Context: an optimization exercise on an open-source flow, tuned for small area, a short achievable clock period and few clock cycles per item. The choices shown serve that exercise and are no tape-out recipe.

==> zinc: inputs <==
==> flow/design.v (excerpt) <==
module idct8_top #(
        parameter int ROUND_SHIFT = 7
) (
        input  logic                    clk,
        input  logic                    reset,
        input  logic                    in_req,
        input  idct_pkg::coef_vec_t     coef,
        input  logic                    out_ack,
        output logic                    in_ack,
        output logic                    out_req,
        output idct_pkg::sample_vec_t   samples
);
==> flow/config.mk <==
export PLATFORM = sky130hd
export DESIGN_NAME = idct8_top
export DESIGN_NICKNAME = idct8_top
export VERILOG_FILES = /design/flow/design.v
export SDC_FILE = /design/flow/constraint.sdc
export NUM_CORES = 4
export LEC_CHECK = 0
export CAP_MARGIN = 20
export CORE_MARGIN = 2
export CORE_UTILIZATION = 40
export SLEW_MARGIN = 20
export SYNTH_HIERARCHICAL = 1
export SYNTH_MINIMUM_KEEP_SIZE = 0
==> flow/constraint.sdc <==
create_clock -name core_clock -period 9.0 [get_ports {clk}]
set_input_delay 1.8000 -clock core_clock [delete_from_list [all_inputs] [get_ports {clk}]]
set_output_delay 1.8000 -clock core_clock [all_outputs]
set_load 0.01 [all_outputs]
standard.sh (not shown) runs the stock make flow with config.mk's settings and CLKGATE_MAP_FILE= SYNTH_SCRIPT=/design/flow/synth_recipe.tcl, a recipe that flattens the netlist after the stock synthesis.
==> flow/flow/run.sh <==
#!/bin/bash
# The standard layout (standard.sh, unchanged synthesis), with plain buf_1 cells as the
# input and output port buffers instead of the default clkdlybuf4s50_1
set -euo pipefail
bash standard.sh "BUFFER_PORTS_ARGS=-buffer_cell sky130_fd_sc_hd__buf_1" finish > standard.log 2>&1
==> inputs of yarrow, as changes to zinc <==
==> flow/run.sh (new file) <==
#!/bin/bash
# synth_recipe.tcl (not shown) runs the flow's synth.tcl, then flattens the netlist and writes it again
# the make line also repeats each setting of config.mk as NAME=value (left out here)
make -C /OpenROAD-flow-scripts/flow DESIGN_CONFIG=/design/flow/config.mk WORK_HOME=/design/flow/orfs CLKGATE_MAP_FILE= SYNTH_SCRIPT=/design/flow/synth_recipe.tcl finish
removed: flow/flow/run.sh
removed: flow/standard.sh
==> comparison table <==
quantity	zinc	yarrow
Outcome	timing/DRC/antenna clean	timing/DRC/antenna clean
Cell depth of the worst flop-to-flop path	10	7
Area overhead of the layout relative to synthesis	15.2%	23.5%
Worst hold slack across all endpoints	0.397 ns	0.396 ns
Slowest cell delay on critical path	0.67 ns	0.77 ns
Library cell contributing the largest single delay on the critical path	sky130_fd_sc_hd__a311oi_1	sky130_fd_sc_hd__ha_1
# clk buffers	56	55
Wire length the detailed router placed on met1	22.8 mm	23.1 mm
Sequential share of cell area	0.398	0.371
Function was not checked in any run of this note: the RTL went through the layout flow alone.


==> v18: inputs <==
idct8_top, a different RTL version from the one above (not shown whole).
## idct8_top
module idct8_top #(
        parameter int ROUND_SHIFT = 7
) (
        input  logic                    clk,
        input  logic                    reset,
        input  logic                    in_req,
        input  idct_pkg::coef_vec_t     coef,
        input  logic                    out_ack,
        output logic                    in_ack,
        output logic                    out_req,
        output idct_pkg::sample_vec_t   samples
);
        localparam int SW = idct_pkg::SAMPLE_W;
        idct_pkg::coef_vec_t coef_q;
        logic [1:0]          k_nx;
        logic                wr_01;
        logic                wr_2;
        logic                wr_3;
        logic [SW-1:0]       yp;
        logic [SW-1:0]       ym;
        logic [SW-1:0]       yp_q;
        logic [SW-1:0]       ym_q;
        idct_flow_ctrl idct_flow_ctrl_inst (
                .clk     (clk),
                .reset   (reset),
                .in_req  (in_req),
                .coef    (coef),
                .out_ack (out_ack),
                .in_ack  (in_ack),
                .out_req (out_req),
                .coef_q  (coef_q),
                .k_nx    (k_nx),
                .wr_01   (wr_01),
                .wr_2    (wr_2),
                .wr_3    (wr_3)
        );
        idct_core idct_core_inst (
                .clk    (clk),
                .coef_q (coef_q),
                .k_nx   (k_nx),
                .yp     (yp),
                .ym     (ym)
        );
        always_ff @(posedge clk) begin
                yp_q <= yp;
                ym_q <= ym;
        end
        always_ff @(posedge clk) begin
                if (wr_01) begin
                        samples[SW*0 +: SW] <= yp_q;
                        samples[SW*7 +: SW] <= ym_q;
  ...
export LEC_CHECK = 0
export CAP_MARGIN = 20
export CORE_MARGIN = 2
export CORE_UTILIZATION = 40
export SLEW_MARGIN = 20
export SYNTH_HIERARCHICAL = 1
export SYNTH_MINIMUM_KEEP_SIZE = 0
create_clock -name core_clock -period 9.0 [get_ports {clk}]
==> flow/flow/run.sh <==
#!/bin/bash
# The standard layout (standard.sh, unchanged synthesis), with plain buf_1 cells as the
# input and output port buffers instead of the default clkdlybuf4s50_1
set -euo pipefail
bash standard.sh "BUFFER_PORTS_ARGS=-buffer_cell sky130_fd_sc_hd__buf_1" finish > standard.log 2>&1
==> v22 (differences from v18) <==
==> flow/flow/run.sh (replaced) <==
#!/bin/bash
# The standard layout (standard.sh, unchanged synthesis), with plain buf_1 cells as the
# input and output port buffers, and timing repair aiming 6 ns above the 9 ns constraint
set -euo pipefail
bash standard.sh "BUFFER_PORTS_ARGS=-buffer_cell sky130_fd_sc_hd__buf_1" SETUP_SLACK_MARGIN=6 finish > standard.log 2>&1
==> qor summary <==
Post-cts resize count: v18 0; v22 180
Finished Cell Area: v18 24500 µm²; v22 26100 µm²
Setup crit start: v18 idct_core_inst.o_q0[5]; v22 idct_core_inst.e_q0[14]
Outcome: v18 complete, no violations; v22 complete, no violations
CP max stage delay: v18 0.51 ns; v22 0.57 ns
Number of diodes: v18 0; v22 1
Detailed-routing wirelength on met1: v18 21700 µm; v22 23200 µm
Multi-input combinational cell area: v18 10700 µm²; v22 11700 µm²
ClkCell Share: v18 6.16%; v22 5.50%
Maximum operating frequency: v18 252 MHz; v22 273 MHz
R2R cell count: v18 13; v22 11
Critical path data arrival time: v18 4.35 ns; v22 4.05 ns
Register area: v18 10000 µm²; v22 10100 µm²
No functional check of the RTL was part of any run of this note.


==> inputs of xenon <==
idct8_top again, from the RTL that the note above started with.
clock: 9.0 ns
lec_check: 0
cap_margin: 20
core_margin: 2
core_utilization: 40
setup_slack_margin: 5
slew_margin: 20
synth_hierarchical: 1
synth_minimum_keep_size: 0
==> flow/flow/run.sh <==
#!/bin/bash
# The standard layout (standard.sh, unchanged synthesis), with plain buf_1 cells as the
# input and output port buffers instead of the default clkdlybuf4s50_1
set -euo pipefail
bash standard.sh "BUFFER_PORTS_ARGS=-buffer_cell sky130_fd_sc_hd__buf_1" finish > standard.log 2>&1
==> maple (differences from xenon) <==
--- a/flow/design.v
+++ b/flow/design.v
@@ -42,35 +42,27 @@
         input  logic [127:0] coef_q,
         input  logic [1:0]   k_nx,
         output logic [17:0]  yp,
         output logic [17:0]  ym
 );
-        logic [13:0] kc_q;
+        logic [5:0] kc_q;
         always_ff @(posedge clk) begin
                 kc_q[0] <= (k_nx == 2'd0) | (k_nx == 2'd1);
                 kc_q[1] <= (k_nx == 2'd1) | (k_nx == 2'd3);
                 kc_q[2] <= (k_nx == 2'd2);
-                kc_q[3] <= (k_nx == 2'd2) | (k_nx == 2'd3);
-                kc_q[4] <= (k_nx == 2'd1) | (k_nx == 2'd2);
-                kc_q[5] <= (k_nx == 2'd0) | (k_nx == 2'd3);
-                kc_q[6] <= (k_nx == 2'd1) | (k_nx == 2'd2) | (k_nx == 2'd3);
-                kc_q[7] <= (k_nx == 2'd0);
-                kc_q[8] <= (k_nx == 2'd0) | (k_nx == 2'd2);
-                kc_q[9] <= (k_nx == 2'd0) | (k_nx == 2'd1) | (k_nx == 2'd3);
-                kc_q[10] <= (k_nx == 2'd0) | (k_nx == 2'd2) | (k_nx == 2'd3);
-                kc_q[11] <= (k_nx == 2'd0);
-                kc_q[12] <= (k_nx == 2'd0);
-                kc_q[13] <= (k_nx == 2'd0);
+                kc_q[3] <= (k_nx == 2'd1) | (k_nx == 2'd2);
+                kc_q[4] <= (k_nx == 2'd1) | (k_nx == 2'd2) | (k_nx == 2'd3);
+                kc_q[5] <= (k_nx == 2'd0) | (k_nx == 2'd2) | (k_nx == 2'd3);
         end
         logic [24:0] e_q0, e_q1;
         logic [24:0] o_q0, o_q1;
         wire e_s1, e_c2;
-        idct_fa u_e_s1 (.a(kc_q[5]), .b(coef_q[0]), .ci(coef_q[38]), .s(e_s1), .co(e_c2));
+        idct_fa u_e_s1 (.a(~kc_q[3]), .b(coef_q[0]), .ci(coef_q[38]), .s(e_s1), .co(e_c2));
         wire e_s3, e_c4;
         idct_ha u_e_s3 (.a(coef_q[37]), .b(coef_q[34]), .s(e_s3), .co(e_c4));
         wire e_s5, e_c6;
-        idct_fa u_e_s5 (.a(kc_q[6]), .b(coef_q[1]), .ci(coef_q[39]), .s(e_s5), .co(e_c6));
+        idct_fa u_e_s5 (.a(kc_q[4]), .b(coef_q[1]), .ci(coef_q[39]), .s(e_s5), .co(e_c6));
         wire e_s7, e_c8;
         idct_fa u_e_s7 (.a(coef_q[38]), .b(coef_q[35]), .ci(coef_q[33]), .s(e_s7), .co(e_c8));
         wire e_s9, e_c10;
         idct_ha u_e_s9 (.a(coef_q[65]), .b(coef_q[101]), .s(e_s9), .co(e_c10));
         wire e_s11, e_c12;
@@ -126,13 +118,13 @@
         wire e_s61, e_c62;
         idct_fa u_e_s61 (.a(coef_q[42]), .b(coef_q[74]), .ci(coef_q[110]), .s(e_s61), .co(e_c62));
         wire e_s63, e_c64;
         idct_fa u_e_s63 (.a(coef_q[11]), .b(coef_q[45]), .ci(coef_q[43]), .s(e_s63), .co(e_c64));
         wire e_s65, e_c66;
-        idct_ha u_e_s65 (.a(kc_q[3]), .b(coef_q[36]), .s(e_s65), .co(e_c66));
+        idct_ha u_e_s65 (.a(~kc_q[0]), .b(coef_q[36]), .s(e_s65), .co(e_c66));
         wire e_s67, e_c68;
-        idct_fa u_e_s67 (.a(kc_q[4]), .b(coef_q[37]), .ci(coef_q[36]), .s(e_s67), .co(e_c68));
+        idct_fa u_e_s67 (.a(kc_q[3]), .b(coef_q[37]), .ci(coef_q[36]), .s(e_s67), .co(e_c68));
         wire e_s69, e_c70;
         idct_ha u_e_s69 (.a(coef_q[33]), .b(coef_q[99]), .s(e_s69), .co(e_c70));
         wire e_s71, e_c72;
         idct_fa u_e_s71 (.a(coef_q[32]), .b(coef_q[64]), .ci(coef_q[100]), .s(e_s71), .co(e_c72));
         wire e_s73, e_c74;
@@ -272,31 +264,31 @@
         wire e_s207, e_c208;
         idct_fa u_e_s207 (.a(e_c128), .b(~e_s167), .ci(e_c166), .s(e_s207), .co(e_c208));
         wire o_s209, o_c210;
         idct_ha u_o_s209 (.a(kc_q[0]), .b(coef_q[22]), .s(o_s209), .co(o_c210));
         wire o_s211, o_c212;
-        idct_fa u_o_s211 (.a(kc_q[10]), .b(coef_q[23]), .ci(coef_q[20]), .s(o_s211), .co(o_c212));
+        idct_fa u_o_s211 (.a(kc_q[5]), .b(coef_q[23]), .ci(coef_q[20]), .s(o_s211), .co(o_c212));
         wire o_s213, o_c214;
-        idct_fa u_o_s213 (.a(kc_q[7]), .b(coef_q[24]), .ci(coef_q[21]), .s(o_s213), .co(o_c214));
+        idct_fa u_o_s213 (.a(~kc_q[4]), .b(coef_q[24]), .ci(coef_q[21]), .s(o_s213), .co(o_c214));
         wire o_s215, o_c216;
-        idct_fa u_o_s215 (.a(kc_q[11]), .b(coef_q[25]), .ci(coef_q[22]), .s(o_s215), .co(o_c216));
+        idct_fa u_o_s215 (.a(~kc_q[4]), .b(coef_q[25]), .ci(coef_q[22]), .s(o_s215), .co(o_c216));
         wire o_s217, o_c218;
-        idct_fa u_o_s217 (.a(kc_q[11]), .b(coef_q[26]), .ci(coef_q[23]), .s(o_s217), .co(o_c218));
+        idct_fa u_o_s217 (.a(~kc_q[4]), .b(coef_q[26]), .ci(coef_q[23]), .s(o_s217), .co(o_c218));
         wire o_s219, o_c220;
-        idct_fa u_o_s219 (.a(kc_q[11]), .b(coef_q[27]), .ci(coef_q[24]), .s(o_s219), .co(o_c220));
+        idct_fa u_o_s219 (.a(~kc_q[4]), .b(coef_q[27]), .ci(coef_q[24]), .s(o_s219), .co(o_c220));
         wire o_s221, o_c222;
-        idct_fa u_o_s221 (.a(kc_q[12]), .b(coef_q[28]), .ci(coef_q[25]), .s(o_s221), .co(o_c222));
+        idct_fa u_o_s221 (.a(~kc_q[4]), .b(coef_q[28]), .ci(coef_q[25]), .s(o_s221), .co(o_c222));
         wire o_s223, o_c224;
-        idct_fa u_o_s223 (.a(kc_q[12]), .b(coef_q[29]), .ci(coef_q[26]), .s(o_s223), .co(o_c224));
+        idct_fa u_o_s223 (.a(~kc_q[4]), .b(coef_q[29]), .ci(coef_q[26]), .s(o_s223), .co(o_c224));
         wire o_s225, o_c226;
-        idct_fa u_o_s225 (.a(kc_q[12]), .b(coef_q[30]), .ci(coef_q[27]), .s(o_s225), .co(o_c226));
+        idct_fa u_o_s225 (.a(~kc_q[4]), .b(coef_q[30]), .ci(coef_q[27]), .s(o_s225), .co(o_c226));
         wire o_s227, o_c228;
-        idct_fa u_o_s227 (.a(kc_q[13]), .b(~coef_q[31]), .ci(coef_q[28]), .s(o_s227), .co(o_c228));
+        idct_fa u_o_s227 (.a(kc_q[4]), .b(coef_q[31]), .ci(~coef_q[28]), .s(o_s227), .co(o_c228));
         wire o_s229, o_c230;
-        idct_fa u_o_s229 (.a(kc_q[9]), .b(coef_q[20]), .ci(coef_q[17]), .s(o_s229), .co(o_c230));
+        idct_fa u_o_s229 (.a(~kc_q[2]), .b(coef_q[20]), .ci(coef_q[17]), .s(o_s229), .co(o_c230));
         wire o_s231, o_c232;
-        idct_fa u_o_s231 (.a(kc_q[7]), .b(coef_q[21]), .ci(coef_q[18]), .s(o_s231), .co(o_c232));
+        idct_fa u_o_s231 (.a(~kc_q[4]), .b(coef_q[21]), .ci(coef_q[18]), .s(o_s231), .co(o_c232));
         wire o_s233, o_c234;
         idct_fa u_o_s233 (.a(coef_q[17]), .b(coef_q[53]), .ci(coef_q[52]), .s(o_s233), .co(o_c234));
         wire o_s235, o_c236;
         idct_fa u_o_s235 (.a(coef_q[19]), .b(coef_q[18]), .ci(coef_q[16]), .s(o_s235), .co(o_c236));
         wire o_s237, o_c238;
@@ -374,23 +366,23 @@
         wire o_s309, o_c310;
         idct_fa u_o_s309 (.a(coef_q[94]), .b(coef_q[91]), .ci(coef_q[90]), .s(o_s309), .co(o_c310));
         wire o_s311, o_c312;
         idct_fa u_o_s311 (.a(coef_q[126]), .b(coef_q[123]), .ci(o_c226), .s(o_s311), .co(o_c312));
         wire o_s313, o_c314;
-        idct_fa u_o_s313 (.a(kc_q[13]), .b(coef_q[29]), .ci(coef_q[28]), .s(o_s313), .co(o_c314));
+        idct_fa u_o_s313 (.a(~kc_q[4]), .b(coef_q[29]), .ci(coef_q[28]), .s(o_s313), .co(o_c314));
         wire o_s315, o_c316;
         idct_fa u_o_s315 (.a(coef_q[26]), .b(~coef_q[63]), .ci(coef_q[61]), .s(o_s315), .co(o_c316));
         wire o_s317, o_c318;
         idct_fa u_o_s317 (.a(coef_q[58]), .b(~coef_q[95]), .ci(coef_q[92]), .s(o_s317), .co(o_c318));
         wire o_s319, o_c320;
         idct_fa u_o_s319 (.a(coef_q[91]), .b(~coef_q[127]), .ci(coef_q[124]), .s(o_s319), .co(o_c320));
         wire o_s321, o_c322;
-        idct_fa u_o_s321 (.a(kc_q[13]), .b(coef_q[30]), .ci(coef_q[29]), .s(o_s321), .co(o_c322));
+        idct_fa u_o_s321 (.a(~kc_q[4]), .b(coef_q[30]), .ci(coef_q[29]), .s(o_s321), .co(o_c322));
         wire o_s323, o_c324;
         idct_fa u_o_s323 (.a(coef_q[27]), .b(coef_q[62]), .ci(coef_q[59]), .s(o_s323), .co(o_c324));
         wire o_s325, o_c326;
-        idct_fa u_o_s325 (.a(kc_q[6]), .b(~coef_q[31]), .ci(coef_q[30]), .s(o_s325), .co(o_c326));
+        idct_fa u_o_s325 (.a(kc_q[4]), .b(~coef_q[31]), .ci(coef_q[30]), .s(o_s325), .co(o_c326));
         wire o_s327, o_c328;
         idct_ha u_o_s327 (.a(~coef_q[19]), .b(~coef_q[16]), .s(o_s327), .co(o_c328));
         wire o_s329, o_c330;
         idct_fa u_o_s329 (.a(coef_q[16]), .b(coef_q[52]), .ci(coef_q[51]), .s(o_s329), .co(o_c330));
         wire o_s331, o_c332;
@@ -458,15 +450,15 @@
         wire o_s393, o_c394;
         idct_fa u_o_s393 (.a(o_c298), .b(o_c300), .ci(o_c302), .s(o_s393), .co(o_c394));
         wire o_s395, o_c396;
         idct_fa u_o_s395 (.a(o_s305), .b(o_s307), .ci(o_s309), .s(o_s395), .co(o_c396));
         wire o_s397, o_c398;
-        idct_fa u_o_s397 (.a(o_s227), .b(o_c304), .ci(o_s311), .s(o_s397), .co(o_c398));
+        idct_fa u_o_s397 (.a(~o_s227), .b(o_c304), .ci(o_s311), .s(o_s397), .co(o_c398));
         wire o_s399, o_c400;
         idct_fa u_o_s399 (.a(o_c306), .b(o_c308), .ci(o_c310), .s(o_s399), .co(o_c400));
         wire o_s401, o_c402;
-        idct_fa u_o_s401 (.a(o_c228), .b(o_s313), .ci(o_s315), .s(o_s401), .co(o_c402));
+        idct_fa u_o_s401 (.a(~o_c228), .b(o_s313), .ci(o_s315), .s(o_s401), .co(o_c402));
         wire o_s403, o_c404;
         idct_fa u_o_s403 (.a(o_s317), .b(o_s319), .ci(o_c312), .s(o_s403), .co(o_c404));
         wire o_s405, o_c406;
         idct_fa u_o_s405 (.a(coef_q[93]), .b(coef_q[92]), .ci(coef_q[125]), .s(o_s405), .co(o_c406));
         wire o_s407, o_c408;
@@ -484,13 +476,13 @@
         wire o_s419, o_c420;
         idct_fa u_o_s419 (.a(coef_q[61]), .b(~coef_q[95]), .ci(coef_q[94]), .s(o_s419), .co(o_c420));
         wire o_s421, o_c422;
         idct_ha u_o_s421 (.a(~coef_q[127]), .b(o_c326), .s(o_s421), .co(o_c422));
         wire o_s423, o_c424;
-        idct_fa u_o_s423 (.a(kc_q[8]), .b(coef_q[17]), .ci(coef_q[49]), .s(o_s423), .co(o_c424));
+        idct_fa u_o_s423 (.a(~kc_q[1]), .b(coef_q[17]), .ci(coef_q[49]), .s(o_s423), .co(o_c424));
         wire o_s425, o_c426;
-        idct_fa u_o_s425 (.a(kc_q[5]), .b(coef_q[18]), .ci(coef_q[50]), .s(o_s425), .co(o_c426));
+        idct_fa u_o_s425 (.a(~kc_q[3]), .b(coef_q[18]), .ci(coef_q[50]), .s(o_s425), .co(o_c426));
         wire o_s427, o_c428;
         idct_ha u_o_s427 (.a(coef_q[49]), .b(coef_q[81]), .s(o_s427), .co(o_c428));
         wire o_s429, o_c430;
         idct_fa u_o_s429 (.a(coef_q[51]), .b(coef_q[50]), .ci(coef_q[48]), .s(o_s429), .co(o_c430));
         wire o_s431, o_c432;
@@ -604,11 +596,11 @@
         wire o_s539, o_c540;
         idct_fa u_o_s539 (.a(o_s497), .b(o_c494), .ci(o_s499), .s(o_s539), .co(o_c540));
         wire o_s541, o_c542;
         idct_fa u_o_s541 (.a(coef_q[31]), .b(coef_q[63]), .ci(~o_c498), .s(o_s541), .co(o_c542));
         wire o_s543, o_c544;
-        idct_ha u_o_s543 (.a(kc_q[7]), .b(coef_q[16]), .s(o_s543), .co(o_c544));
+        idct_ha u_o_s543 (.a(~kc_q[4]), .b(coef_q[16]), .s(o_s543), .co(o_c544));
         wire o_s545, o_c546;
         idct_fa u_o_s545 (.a(coef_q[112]), .b(o_s501), .ci(o_s423), .s(o_s545), .co(o_c546));
         wire o_s547, o_c548;
         idct_fa u_o_s547 (.a(o_c502), .b(o_s425), .ci(o_s503), .s(o_s547), .co(o_c548));
         wire o_s549, o_c550;
==> flow/config.mk (replaced) <==
export PLATFORM = sky130hd
export DESIGN_NAME = idct8_top
export DESIGN_NICKNAME = idct8_top
export VERILOG_FILES = /design/flow/design.v
export SDC_FILE = /design/flow/constraint.sdc
export NUM_CORES = 4
export LEC_CHECK = 0
export ABC_CLOCK_PERIOD_IN_PS = 2500
export CAP_MARGIN = 20
export CORE_MARGIN = 2
export CORE_UTILIZATION = 40
export SLEW_MARGIN = 20
export SYNTH_HIERARCHICAL = 1
export SYNTH_MINIMUM_KEEP_SIZE = 0
==> flow_summary.toml <==
[setup_path]
worstPathRequired_ns = 9.36
reg2reg_slack_ns = 5.15
crit_chain = "fa_1 > fa_1 > ha_1 > or3_4 > o221ai_2 > a21oi_2 > o41ai_4 > o31a_1 > a21oi_1 > a31oi_1"
cpPeakStageDelay_ns = 0.56
endpoint = "samples[123]$_DFFE_PP_"

[timing]
fin_worst_skew_ns = 0.0199
fin_crit_ns = 3.85

[status]
status = "complete, no violations"

[worst_hold_path]
worstHoldEndpoint = "samples[8]$_DFFE_PP_"
hp-start = "yp_q[8]$_DFF_P_"

[floorplanning]
start_util = 0.404
core-area_mm2 = 0.0526

[synthesis]
yosysTopAreaCellShare = 0.338

[grt]
use_met3 = 0.0377
antenna_found_initial = 4

[place]
dp_hpwl_um = 40100

[cells_and_area]
clock_buffers = 63

[route]
avgRoutedWirePerCell_um = 21.1
(the above is from maple)
==> flow_summary.toml <==
[floorplanning]
start_util = 0.403
core-area_mm2 = 0.0524

[setup_path]
endpoint = "samples[124]$_DFFE_PP_"
worstPathRequired_ns = 9.38
cpPeakStageDelay_ns = 0.49
reg2reg_slack_ns = 5.19

[worst_hold_path]
worstHoldEndpoint = "samples[126]$_DFFE_PP_"
hp-start = "ym_q[0]$_DFF_P_"

[grt]
use_met3 = 0.0302
antenna_found_initial = 1

[route]
avgRoutedWirePerCell_um = 20.8

[status]
status = "complete, no violations"

[synthesis]
yosysTopAreaCellShare = 0.339

[timing]
fin_crit_ns = 3.81
fin_worst_skew_ns = 0.0173

[place]
dp_hpwl_um = 38700

[cells_and_area]
clock_buffers = 52
(the above is from xenon)
Function was not checked in any run of this note: the RTL went through the layout flow alone.

separate check: timing with driven ports:
The flow's constraints put no driver on any port. The routed layouts listed below were extracted and timed again, unchanged, in two steps. Step 1 assumes that a clkbuf_16 drives the clock port and a buf_2 every other input. Step 2 times the ports against the registers' clock, not the clock port: input delays grow and output delays shrink by t, the midpoint of the rising clock arrivals with the driver on. Three values: no drivers, after step 1, after step 2; two values: the first two.
run | t (ns) | setup WS [ns] | hold slack, ns | worst setup path at the end
zinc | 0.618 | 5.118 / 5.118 / 4.892 | 0.397 / 0.397 / 0.397 | input to register
yarrow | 0.620 | 5.150 / 5.150 / 4.555 | 0.396 / 0.396 / 0.396 | input to register
v18 | 0.624 | 5.038 / 5.038 / 4.987 | 0.397 / 0.397 / 0.397 | input to register
v22 | 0.622 | 5.337 / 5.337 / 5.337 | 0.391 / 0.391 / 0.391 | register to register
xenon | 0.625 | 5.194 / 5.194 / 4.911 | 0.398 / 0.398 / 0.398 | input to register
maple | 0.631 | 5.146 / 5.146 / 5.092 | 0.397 / 0.397 / 0.397 | input to register
After both steps every run listed still meets setup and hold. The setup slack of yarrow, which loses most, moves by 0.000 ns with the drivers and by -0.595 ns with both steps.
